What follows belongs to an exercise in optimizing a design on an open flow for small area and a short achievable clock period; a production flow would make more cautious choices.
In this exercise RTL edits were held to simulation tests only and were not proved equivalent to the original.
Power is estimated from default activity; no workload was simulated.

==> flow/design.v (excerpt) <==
module simd_unit (
    input  logic       clk,
    input  logic       rstn,
    input  logic       holdn,
    input  logic [31:0] ra,
    input  logic [31:0] rb,
    input  logic [3:0]  lane_op,
    input  logic [2:0]  red_op,
    input  logic       is_unsigned,
    input  logic       sat,
    input  logic       wen,
    input  logic [31:0] bpv,
    input  logic [1:0] bp,
    output logic [31:0] result,
    output logic       result_valid
);
    logic [simd_pkg::NUM_LANES-1:0][7:0]  lane_a;
    logic [simd_pkg::NUM_LANES-1:0][7:0]  lane_b;
    logic [simd_pkg::NUM_LANES-1:0][15:0] lane_res;
    logic [3:0] s1_lane_op;
    logic [2:0] s1_red_op;
    logic     s1_unsigned;
    logic     s1_sat;
    logic     s1_wen;
    operand_stage u_operand_stage (
        .clk         (clk),
        .rstn        (rstn),
        .holdn       (holdn),
        .ra          (ra),
        .rb          (rb),
        .bpv         (bpv),
        .bp          (bp),
        .lane_op     (lane_op),
        .red_op      (red_op),
        .is_unsigned (is_unsigned),
        .sat         (sat),
        .wen         (wen),
        .lane_a      (lane_a),
        .lane_b      (lane_b),
  ...
Size in the first run: ~2900 cells after synthesis, roughly 140 I/O pins.
==> flow/config.mk <==
export PLATFORM = sky130hd
export DESIGN_NAME = simd_unit
export DESIGN_NICKNAME = simd_unit
export VERILOG_FILES = /design/flow/design.v
export SDC_FILE = /design/flow/constraint.sdc
export NUM_CORES = 4
export LEC_CHECK = 0
export ABC_AREA = 1
export CAP_MARGIN = 20
export CORE_MARGIN = 2
export CORE_UTILIZATION = 40
export SETUP_SLACK_MARGIN = 5
export SLEW_MARGIN = 20
export TNS_END_PERCENT = 100
==> flow/constraint.sdc <==
create_clock -name core_clock -period 10.0 [get_ports {clk}]
set_input_delay 2.0000 -clock core_clock [delete_from_list [all_inputs] [get_ports {clk}]]
set_output_delay 2.0000 -clock core_clock [all_outputs]
set_load 0.01 [all_outputs]
run.sh (not shown) runs the stock make flow with config.mk's settings and CLKGATE_MAP_FILE= SYNTH_SCRIPT=/design/flow/synth_recipe.tcl, a recipe that flattens the netlist after the stock synthesis.
==> next run, changes <==
CORE_UTILIZATION = 60   (was 40)
SETUP_SLACK_MARGIN = 3   (was 5)
Result: The changed run ran to the end with no violations. Die area falls by about 33%. Hold slack is worse by 0.0038 ns. Final area is lower by 19%. Worst setup slack is worse by 0.35 ns. Total power went down by about 28%. Area after synthesis stays the same. Synthesized cell count stays the same. Clock skew goes down by 0.0033 ns. Register-to-register slack got worse by 0.35 ns. Critical path depth fell by 4.
==> next run, changes <==
CORE_UTILIZATION = 40   (was 60)
Result: The new run passed the timing, design-rule and antenna checks; worst setup slack gets better by 0.32 ns; wire length falls by about 1.4%; final cell count rises by about 8%; die area rises by about 50%; synthesized cell count does not change; total power barely changes.
==> next run, changes <==
==> flow/flow/run.sh (new file) <==
#!/bin/bash
# The standard layout, with plain buffers on the ports: buffer_ports
# otherwise picks a large delay-cell buffer for every input and output.
set -euo pipefail
export BUFFER_PORTS_ARGS="-buffer_cell sky130_fd_sc_hd__buf_1"
bash standard.sh > standard.log 2>&1
==> flow/standard.sh (new file) <==
#!/bin/bash
# synth_recipe.tcl (not shown) runs the flow's synth.tcl, then flattens the netlist and writes it again
# the make line also repeats each setting of config.mk as NAME=value (left out here)
make -C /OpenROAD-flow-scripts/flow DESIGN_CONFIG=/design/flow/config.mk WORK_HOME=/design/flow/orfs CLKGATE_MAP_FILE= SYNTH_SCRIPT=/design/flow/synth_recipe.tcl "${@:-finish}"
removed: flow/run.sh
After rerunning: Global-route usage climbs by 0.34 points. Critical path depth climbs by 44. Register-to-register slack is worse by 0.06 ns. Wire length climbs slightly. Design area drops by a few percent. Cell count is about the same. Total power drops slightly.


Another version of the RTL of simd_unit (not shown whole).
For scale: about 0.022 mm2 of cells after synthesis.
Settings: LEC_CHECK=0, ABC_AREA=1, CAP_MARGIN=20, CORE_MARGIN=2, CORE_UTILIZATION=40, CTS_BUF_LIST=sky130_fd_sc_hd__clkbuf_4 sky130_fd_sc_hd__clkbuf_8, SETUP_SLACK_MARGIN=2.5, SLEW_MARGIN=20, TNS_END_PERCENT=100; clock period 10.0 ns.
standard.sh (not shown) runs the stock make flow with config.mk's settings and CLKGATE_MAP_FILE= SYNTH_SCRIPT=/design/flow/synth_recipe.tcl, a recipe that flattens the netlist after the stock synthesis.
==> flow/flow/run.sh <==
#!/bin/bash
# The standard layout with two changes:
#  - plain buffers on the ports (buffer_ports otherwise picks a large
#    delay-cell buffer for every input and output);
#  - after the standard synthesis, polarity.py re-chooses the polarity of
#    the full-adder cells so that fewer inverters sit between them.
# Each step's full output goes to its own log file here.
set -euo pipefail
export BUFFER_PORTS_ARGS="-buffer_cell sky130_fd_sc_hd__buf_1"
R=orfs/results/sky130hd/simd_unit/base
bash standard.sh synth > synth.log 2>&1
cp $R/1_2_yosys.v $R/1_2_yosys.std.v
python3 flow/polarity.py $R/1_2_yosys.std.v $R/1_2_yosys.v > polarity.log 2>&1
rm -f $R/1_synth.odb $R/1_synth.sdc
bash standard.sh > layout.log 2>&1
==> flow/flow/polarity.py <==
#!/usr/bin/env python3
"""Re-choose the polarity of full-adder cells in a mapped sky130 netlist.

A full adder is self-dual: FA(~a, ~b, ~c) = (~sum, ~cout).  Yosys's
extract_fa leaves many inverters between adder cells; this pass removes
every plain inverter that does not drive a port, picks for each full adder
whether it computes its function on true or inverted signals (greedy, to
need the fewest inverters), and puts back one inverter per signal that some
load still needs inverted.  Registers and all other cells are untouched.

usage: polarity.py IN.v OUT.v
"""
import re
import sys

OUT_PINS = {"X", "Y", "Q", "Q_N", "SUM", "COUT", "HI", "LO", "GCLK"}

src = open(sys.argv[1]).read()
m = re.search(r"^module\s+(\w+)\s*\((.*?)\);", src, re.M | re.S)
head_end = m.end()
endm = src.rindex("endmodule")
body = src[head_end:endm]

cell_re = re.compile(r"^  (sky130_fd_sc_hd__\w+)\s+(\S+)\s*\((.*?)\);\n", re.M | re.S)
pin_re = re.compile(r"\.(\w+)\(([^()]*)\)")

cells = []
for cm in cell_re.finditer(body):
    pins = {p: n.strip() for p, n in pin_re.findall(cm.group(3))}
    cells.append({"type": cm.group(1), "name": cm.group(2), "pins": pins, "span": cm.span()})

decl_lines = [l for l in body.split("\n") if re.match(r"^  (input|output|wire)\b", l)]
outputs = set()
for l in decl_lines:
    mm = re.match(r"^  output\s+(\[(\d+):(\d+)\]\s+)?(\S+);", l)
    if mm:
        if mm.group(1):
            hi, lo = int(mm.group(2)), int(mm.group(3))
            for i in range(min(hi, lo), max(hi, lo) + 1):
                outputs.add(f"{mm.group(4)}[{i}]")
        else:
            outputs.add(mm.group(4))

def is_inv(c):
    return re.match(r"sky130_fd_sc_hd__inv_\d+$", c["type"]) is not None

def is_fa(c):
    return re.match(r"sky130_fd_sc_hd__fa_\d+$", c["type"]) is not None

driver = {}
for i, c in enumerate(cells):
    for p, n in c["pins"].items():
        if p in OUT_PINS:
            driver[n] = (i, p)

removable = set()
for i, c in enumerate(cells):
    if is_inv(c) and c["pins"]["Y"] not in outputs:
        removable.add(i)

def root(n):
    q = 0
    seen = 0
    while n in driver and driver[n][0] in removable:
        n = cells[driver[n][0]]["pins"]["A"]
        q ^= 1
        seen += 1
        if seen > 100:
            raise SystemExit("inverter loop")
    return n, q

# loads: (cell index, pin, root net, parity)
loads = []
for i, c in enumerate(cells):
    if i in removable:
        continue
    for p, n in c["pins"].items():
        if p in OUT_PINS:
            continue
        r, q = root(n)
        loads.append((i, p, r, q))
# a removed inverter's output that is an output port cannot happen (kept)
flippable = set()
for i, c in enumerate(cells):
    if is_fa(c) and c["pins"]["SUM"] not in outputs and c["pins"]["COUT"] not in outputs:
        flippable.add(i)

flip = {i: 0 for i in flippable}
by_root = {}
for k, (i, p, r, q) in enumerate(loads):
    by_root.setdefault(r, []).append(k)

def phys(r):
    d = driver.get(r)
    if d and d[0] in flip:
        return flip[d[0]]
    return 0

def root_cost(r):
    ph = phys(r)
    for k in by_root.get(r, ()):
        i, p, _, q = loads[k]
        if (q ^ flip.get(i, 0)) != ph:
            return 1
    return 0

def affected(i):
    rs = set()
    c = cells[i]
    for p, n in c["pins"].items():
        if p in OUT_PINS:
            rs.add(n)
        else:
            rs.add(root(n)[0])
    return rs

aff = {i: affected(i) for i in flippable}
before = sum(root_cost(r) for r in by_root)


def greedy(order):
    improved = True
    passes = 0
    while improved and passes < 50:
        improved = False
        passes += 1
        for i in order:
            rs = aff[i]
            c0 = sum(root_cost(r) for r in rs)
            flip[i] ^= 1
            c1 = sum(root_cost(r) for r in rs)
            if c1 < c0:
                improved = True
            elif c1 > c0 or rng.random() < 0.5:
                flip[i] ^= 1


# greedy descent with sideways moves, best of several seeded restarts
import random
rng = random.Random(1)
order = sorted(flippable)
best = None
for trial in range(100):
    for i in flippable:
        flip[i] = 0 if trial == 0 else rng.randint(0, 1)
    rng.shuffle(order)
    greedy(order)
    cost = sum(root_cost(r) for r in by_root)
    if best is None or cost < best[0]:
        best = (cost, dict(flip))
flip.update(best[1])
after = sum(root_cost(r) for r in by_root)

# rebuild
conn = {}          # (cell, pin) -> net
new_inv = {}       # root -> inverted net
for (i, p, r, q) in loads:
    want = q ^ flip.get(i, 0)
    if want == phys(r):
        conn[(i, p)] = r
    else:
        if r not in new_inv:
            new_inv[r] = f"_pinv{len(new_inv)}_"
        conn[(i, p)] = new_inv[r]

def fmt(n):
    return n + " " if n.startswith("\\") else n


used = set()
out_cells = []
for i, c in enumerate(cells):
    if i in removable:
        continue
    pins = []
    for p, n in c["pins"].items():
        net = n if p in OUT_PINS else conn[(i, p)]
        used.add(net)
        pins.append(f"    .{p}({fmt(net)})")
    out_cells.append(f"  {c['type']} {c['name']} (\n" + ",\n".join(pins) + "\n  );\n")
for k, (r, n) in enumerate(new_inv.items()):
    fan = sum(1 for v in conn.values() if v == n)
    t = "sky130_fd_sc_hd__inv_2" if fan > 6 else "sky130_fd_sc_hd__inv_1"
    out_cells.append(f"  {t} _polinv{k}_ (\n    .A({fmt(r)}),\n    .Y({n})\n  );\n")
    used.add(r)
    used.add(n)

removed_nets = set(cells[i]["pins"]["Y"] for i in removable) - used
decl_out = []
for l in decl_lines:
    mm = re.match(r"^  wire\s+(\\\S+\s|[^\s\[;]+);", l)
    if mm and mm.group(1).strip() in {x.strip() for x in removed_nets} and not l.startswith("  wire ["):
        continue
    decl_out.append(l)
for n in new_inv.values():
    decl_out.append(f"  wire {n};")

out = src[:head_end] + "\n" + "\n".join(decl_out) + "\n" + "".join(out_cells) + src[endm:]
open(sys.argv[2], "w").write(out)
sys.stderr.write(f"polarity: {len(removable)} inverters removed, {len(new_inv)} added; "
                 f"cost {before} -> {after}; {sum(flip.values())} of {len(flippable)} adders flipped\n")
Next try:
--- a/flow/flow/polarity.py
+++ b/flow/flow/polarity.py
@@ -119,11 +119,13 @@
-
-
-def greedy(order):
-    improved = True
-    passes = 0
-    while improved and passes < 50:
-        improved = False
-        passes += 1
-        for i in order:
-            rs = aff[i]
-            c0 = sum(root_cost(r) for r in rs)
+improved = True
+passes = 0
+while improved and passes < 50:
+    improved = False
+    passes += 1
+    for i in sorted(flippable):
+        rs = aff[i]
+        c0 = sum(root_cost(r) for r in rs)
+        flip[i] ^= 1
+        c1 = sum(root_cost(r) for r in rs)
+        if c1 < c0:
+            improved = True
+        else:
@@ -131,21 +132,0 @@
-            c1 = sum(root_cost(r) for r in rs)
-            if c1 < c0:
-                improved = True
-            elif c1 > c0 or rng.random() < 0.5:
-                flip[i] ^= 1
-
-
-# greedy descent with sideways moves, best of several seeded restarts
-import random
-rng = random.Random(1)
-order = sorted(flippable)
-best = None
-for trial in range(100):
-    for i in flippable:
-        flip[i] = 0 if trial == 0 else rng.randint(0, 1)
-    rng.shuffle(order)
-    greedy(order)
-    cost = sum(root_cost(r) for r in by_root)
-    if best is None or cost < best[0]:
-        best = (cost, dict(flip))
-flip.update(best[1])
--- a/flow/config.mk
+++ b/flow/config.mk
@@ -12,2 +12 @@
-export CTS_BUF_LIST = sky130_fd_sc_hd__clkbuf_4 sky130_fd_sc_hd__clkbuf_8
-export SETUP_SLACK_MARGIN = 2.5
+export SETUP_SLACK_MARGIN = 3
Worst hold slack improved by 0.0051 ns.
Critical path depth increases by 1.
Final area increases by about 2.5%.
Setup slack is better by 0.37 ns.
Clock-buffer cell count does not change.
Sequential share of layout area shrinks by 0.55 points.
Wire length increases by about 1.3%.
Register-to-register slack improved by 0.38 ns.
Sequential cell count does not change.
Area after synthesis goes up by about 0.5%.

-- static timing again, ports no longer ideal --
Ports are ideal in the flow. The routed layouts listed here were re-timed in OpenROAD.
Step 1, drivers: a clkbuf_16 drives clk and a buf_2 each remaining input, both assumed.
Step 2 also shifts input and output timing later by t, the mid clock arrival at the registers, as if the neighbouring blocks saw the same clock.
a / b / c = no drivers / after step 1 / after step 2; a / b = the first two.
run | t, ns | setup WS [ns] | hold WS [ns] | clock arrival spread, ns | worst slew at a driven data input, ns
the first run of note 1 | 0.563 | 2.856 / 2.856 / 2.856 | 0.431 / 0.431 / 0.431 | 0.022 / 0.022 | 0.26
the second run of note 1 | 0.526 | 2.501 / 2.501 / 2.501 | 0.427 / 0.427 / 0.427 | 0.019 / 0.020 | 0.06
the third run of note 1 | 0.554 | 2.824 / 2.824 / 2.694 | 0.434 / 0.434 / 0.434 | 0.016 / 0.017 | 0.06
the fourth run of note 1 | 0.559 | 2.764 / 2.764 / 2.697 | 0.422 / 0.422 / 0.422 | 0.018 / 0.018 | 0.07
the first run of note 2 | 0.601 | 2.871 / 2.899 / 2.297 | 0.429 / 0.429 / 0.429 | 0.028 / 0.029 | 0.08
the second run of note 2 | 0.560 | 3.237 / 3.244 / 2.684 | 0.434 / 0.434 / 0.434 | 0.021 / 0.021 | 0.05
After both steps setup and hold are still met in every run listed. The setup slack of the first run of note 2, which loses most, moves by +0.028 ns with the drivers and by -0.574 ns with both steps.
